This design comes from an exercise in tuning for small area, a short achievable clock period and few clock cycles per item on the open sky130 flow, not from production work.
At most, simulation tests tie the RTL to the original design; equivalence was not proved.

==> v30: inputs <==
## mult_arbiter
module mult_arbiter #(
    parameter bit RR_EN = 1'b1
) (
    input  logic               clk,
    input  logic               rst,
    input  logic               req0_valid,
    input  logic signed [31:0] req0_a,
    input  logic signed [31:0] req0_b,
    output logic               req0_ready,
    input  logic               req1_valid,
    input  logic signed [31:0] req1_a,
    input  logic signed [31:0] req1_b,
    output logic               req1_ready,
    output logic               res_valid,
    input  logic               res_ready,
    output logic signed [63:0] res_data,
    output logic               res_id,
    output logic               busy
);
export LEC_CHECK = 0
export CAP_MARGIN = 20
export CORE_MARGIN = 2
export CORE_UTILIZATION = 60
export SETUP_SLACK_MARGIN = 5
export SLEW_MARGIN = 20
create_clock -name core_clock -period 10.0 [get_ports {clk}]
standard.sh (not shown) runs the stock make flow with config.mk's settings and CLKGATE_MAP_FILE= SYNTH_SCRIPT=/design/flow/synth_recipe.tcl, a recipe that flattens the netlist after the stock synthesis.
==> flow/flow/run.sh <==
#!/bin/bash
# Standard ORFS layout (the standard.sh) with these changes:
#  - synthesis skips Yosys's internal "abc -fast" pre-mapping (synth -noabc),
#    so extract_fa maps the RTL's full adders without inverter pairs;
#  - the final abc mapping uses flow/abc.script (abc "map" instead of "&nf");
#  - port buffers use the smallest buffer cell (buf_1);
set -euo pipefail
HERE=$(pwd)
{
  sed -n '1s/-noshare {\*}/-noshare -noabc {*}/p' synth_recipe.tcl
  cat <<EOT
proc abc {args} {
  set i [lsearch -exact \$args -script]
  if {\$i >= 0} { set args [lreplace \$args [expr {\$i+1}] [expr {\$i+1}] $HERE/flow/abc.script] }
  yosys abc {*}\$args
}
EOT
  sed '1d' synth_recipe.tcl
} > flow_synth.tcl
grep -q -- '-noabc' flow_synth.tcl
sed "s#SYNTH_SCRIPT=[^ ]*#SYNTH_SCRIPT=$HERE/flow_synth.tcl#" standard.sh > flow_standard.sh
grep -q "SYNTH_SCRIPT=$HERE/flow_synth.tcl" flow_standard.sh
export BUFFER_PORTS_ARGS="-buffer_cell sky130_fd_sc_hd__buf_1"
EXTRA=()
if [[ -f flow/make_args.txt ]]; then
  while read -r l; do [[ -n "$l" ]] && EXTRA+=("$l"); done < flow/make_args.txt
fi
bash flow_standard.sh "${EXTRA[@]}" finish > flow_make.log 2>&1
==> flow/flow/abc.script <==
strash
dch
map -B 0.9
topo
stime -c
buffer -c
upsize -c
dnsize -c
==> flow/flow/make_args.txt <==
SETUP_SLACK_MARGIN=5.2
==> v18 (differences from v30) <==
--- a/flow/design.v
+++ b/flow/design.v
@@ -2940,58 +2940,69 @@
     output logic               req1_ready,
     output logic               res_valid,
     input  logic               res_ready,
     output logic signed [63:0] res_data,
     output logic               res_id,
     output logic               busy
 );
     logic               r_last_grant;
+    logic               r_ptr;
     logic               r_v1;
     logic               r_id1;
     logic        [31:0] r_a_n;
     logic        [15:0] r_one_n;
     logic        [15:0] r_two_n;
     logic        [15:0] r_neg;
     logic               r_res_valid;
     logic               r_room;
-    logic               r_turn;
+    logic               r_ok0a;
+    logic               r_ok0b;
+    logic               r_ok1a;
+    logic               r_ok1b;
     logic               r_res_id;
     logic      [16-1:0] r_res_lo;
     logic               r_res_lc;
     logic      [63-16:0] r_res_h0;
     logic      [47-1:0] r_res_h1;
     logic               w_turn;
-    logic               w_pick1;
+    logic               w_turn_next;
+    logic               w_ptr_next;
+    logic               w_can_grant;
     logic               w_v1_next;
     logic               w_res_valid_next;
+    logic               w_turn_reg_next;
     logic               w_s1_free;
     logic               w_accept;
     logic               w_load_out;
     logic        [63:0] w_s0;
     logic      [62-1:0] w_s1;
     logic        [63:0] w_s1_x;
     logic      [16-1:0] w_lo;
     logic               w_lo_c;
     logic      [63-16:0] w_h1_x;
     logic        [31:0] w_b;
     logic        [32:0] w_bx;
     logic        [15:0] w_one;
     logic        [15:0] w_two;
     logic        [15:0] w_neg;
     assign w_turn     = RR_EN ? !r_last_grant : 1'b0;
-    assign w_pick1    = req1_valid && (!req0_valid || w_turn);
     assign w_load_out = r_v1 && (!r_res_valid || res_ready);
     assign w_s1_free  = !r_v1 || !r_res_valid || res_ready;
-    assign req0_ready = !rst && req0_valid && (r_room || res_ready) && (!req1_valid || !r_turn);
-    assign req1_ready = !rst && req1_valid && (r_room || res_ready) && (!req0_valid ||  r_turn);
+    assign req0_ready = !rst && req0_valid && (r_room || res_ready) && (r_ok0a || (r_ok0b && !req1_valid));
+    assign req1_ready = !rst && req1_valid && (r_room || res_ready) && (r_ok1a || (r_ok1b && !req0_valid));
     assign w_accept   = req0_ready || req1_ready;
+    assign w_can_grant = r_ptr ? (req1_valid && (w_turn || !req0_valid))
+                               : (req0_valid && (!w_turn || !req1_valid));
+    assign w_turn_next = (RR_EN && w_can_grant) ? !r_ptr : w_turn;
+    assign w_ptr_next  = w_turn_next ? (req1_valid || !req0_valid) : (req1_valid && !req0_valid);
     assign w_v1_next        = w_accept || (r_v1 && !w_load_out);
     assign w_res_valid_next = w_load_out || (r_res_valid && !res_ready);
-    assign w_b  = w_pick1 ? req1_b : req0_b;
+    assign w_turn_reg_next  = RR_EN ? !(w_accept ? r_ptr : r_last_grant) : 1'b0;
+    assign w_b  = r_ptr ? req1_b : req0_b;
     assign w_bx = {w_b, 1'b0};
     for (genvar j = 0; j < 16; j++) begin : g_enc
         assign w_one[j] = w_bx[2*j+1] ^ w_bx[2*j];
         assign w_two[j] = (w_bx[2*j+2] & ~w_bx[2*j+1] & ~w_bx[2*j]) |
                           (~w_bx[2*j+2] & w_bx[2*j+1] & w_bx[2*j]);
         assign w_neg[j] = w_bx[2*j+2] & ~(w_bx[2*j+1] & w_bx[2*j]);
     end
     booth_tree u_tree (
@@ -3000,35 +3011,43 @@
         .i_two (~r_two_n),
         .i_neg (r_neg),
         .o_s0  (w_s0),
         .o_s1  (w_s1)
     );
     always_ff @(posedge clk or posedge rst) begin
         if (rst) begin
             r_last_grant <= 1'b1;
+            r_ptr        <= 1'b0;
             r_v1         <= 1'b0;
             r_res_valid  <= 1'b0;
             r_room       <= 1'b1;
-            r_turn       <= 1'b0;
+            r_ok0a       <= 1'b1;
+            r_ok0b       <= 1'b0;
+            r_ok1a       <= 1'b0;
+            r_ok1b       <= 1'b0;
         end else begin
-            if (w_accept) r_last_grant <= w_pick1;
+            if (w_accept) r_last_grant <= r_ptr;
+            r_ptr       <= w_ptr_next;
             r_v1        <= w_v1_next;
             r_res_valid <= w_res_valid_next;
             r_room      <= !(w_v1_next && w_res_valid_next);
-            r_turn      <= RR_EN && !(w_accept ? w_pick1 : r_last_grant);
+            r_ok0a      <= !w_ptr_next && !w_turn_reg_next;
+            r_ok0b      <= !w_ptr_next &&  w_turn_reg_next;
+            r_ok1a      <=  w_ptr_next &&  w_turn_reg_next;
+            r_ok1b      <=  w_ptr_next && !w_turn_reg_next;
         end
     end
     always_ff @(posedge clk) begin
         if (w_s1_free) begin
-            r_a_n   <= ~(w_pick1 ? req1_a : req0_a);
+            r_a_n   <= ~(r_ptr ? req1_a : req0_a);
             r_one_n <= ~w_one;
             r_two_n <= ~w_two;
             r_neg <= w_neg;
-            r_id1 <= w_pick1;
+            r_id1 <= r_ptr;
         end
         if (w_load_out) begin
             r_res_lo   <= w_lo;
             r_res_lc   <= w_lo_c;
             r_res_h0   <= w_s0[63:16];
             r_res_h1   <= {w_s1[61], w_s1[60], w_s1[59], w_s1[58], w_s1[57], w_s1[56], w_s1[55], w_s1[54], w_s1[53], w_s1[52], w_s1[51], w_s1[50], w_s1[49], w_s1[48], w_s1[47], w_s1[46], w_s1[45], w_s1[44], w_s1[43], w_s1[42], w_s1[41], w_s1[40], w_s1[39], w_s1[38], w_s1[37], w_s1[36], w_s1[35], w_s1[34], w_s1[33], w_s1[32], w_s1[31], w_s1[30], w_s1[29], w_s1[28], w_s1[27], w_s1[26], w_s1[25], w_s1[24], w_s1[23], w_s1[22], w_s1[21], w_s1[20], w_s1[19], w_s1[18], w_s1[17], w_s1[16], w_s1[15]};
             r_res_id   <= r_id1;
         end
==> flow/flow/make_args.txt (replaced) <==
SETUP_SLACK_MARGIN=5.4
--- a/flow/config.mk
+++ b/flow/config.mk
@@ -5,8 +5,9 @@
 export SDC_FILE = /design/flow/constraint.sdc
 export NUM_CORES = 4
 export LEC_CHECK = 0
 export CAP_MARGIN = 20
 export CORE_MARGIN = 2
 export CORE_UTILIZATION = 60
 export SETUP_SLACK_MARGIN = 5
 export SLEW_MARGIN = 20
+export TNS_END_PERCENT = 100
==> flow_summary.yaml <==
drt:
  top_layer: "met5"
run_status:
  status: "complete, no violations"
global_routing:
  grtUsageMet2: 0.5417
  grt_use_total: 0.3620
synth:
  syn_inst: 2926
-- figures above: v30

==> flow_summary.yaml <==
global_routing:
  grtUsageMet2: 0.5642
  grt_use_total: 0.3665
run_status:
  status: "complete, no violations"
drt:
  top_layer: "met4"
hold_path:
  hold_path.class: "reg2reg"
synth:
  syn_inst: 2931
-- figures above: v18

Testbench counts of v30, summed over its fixed seeds: cycles 2,064, items 2,048.
For v18, only the layout was checked, not whether the RTL still works.

[static timing again, ports no longer ideal]
No port has a modelled driver above. Below, the same layouts with a new extraction and two added sets of constraints.
Step 1: set_driving_cell puts a clkbuf_16 on clk and a buf_2 on each other input, an assumption about the parent block.
Step 2 times the ports against the registers' clock, not the clock port: input delays grow and output delays shrink by t, the midpoint of the rising clock arrivals with the driver on.
a / b / c = ideal ports / drivers / drivers and shift; a / b = the first two.
run | t, ns | setup slack, ns | worst hold slack (ns) | worst register clock-pin slew, ns
v30 | 0.565 | 5.272 / 5.259 / 5.272 | 0.445 / 0.445 / 0.445 | 0.10 / 0.10
v18 | 0.625 | 5.273 / 5.210 / 5.368 | 0.431 / 0.431 / 0.431 | 0.07 / 0.07
After both steps every run listed still meets setup and hold.
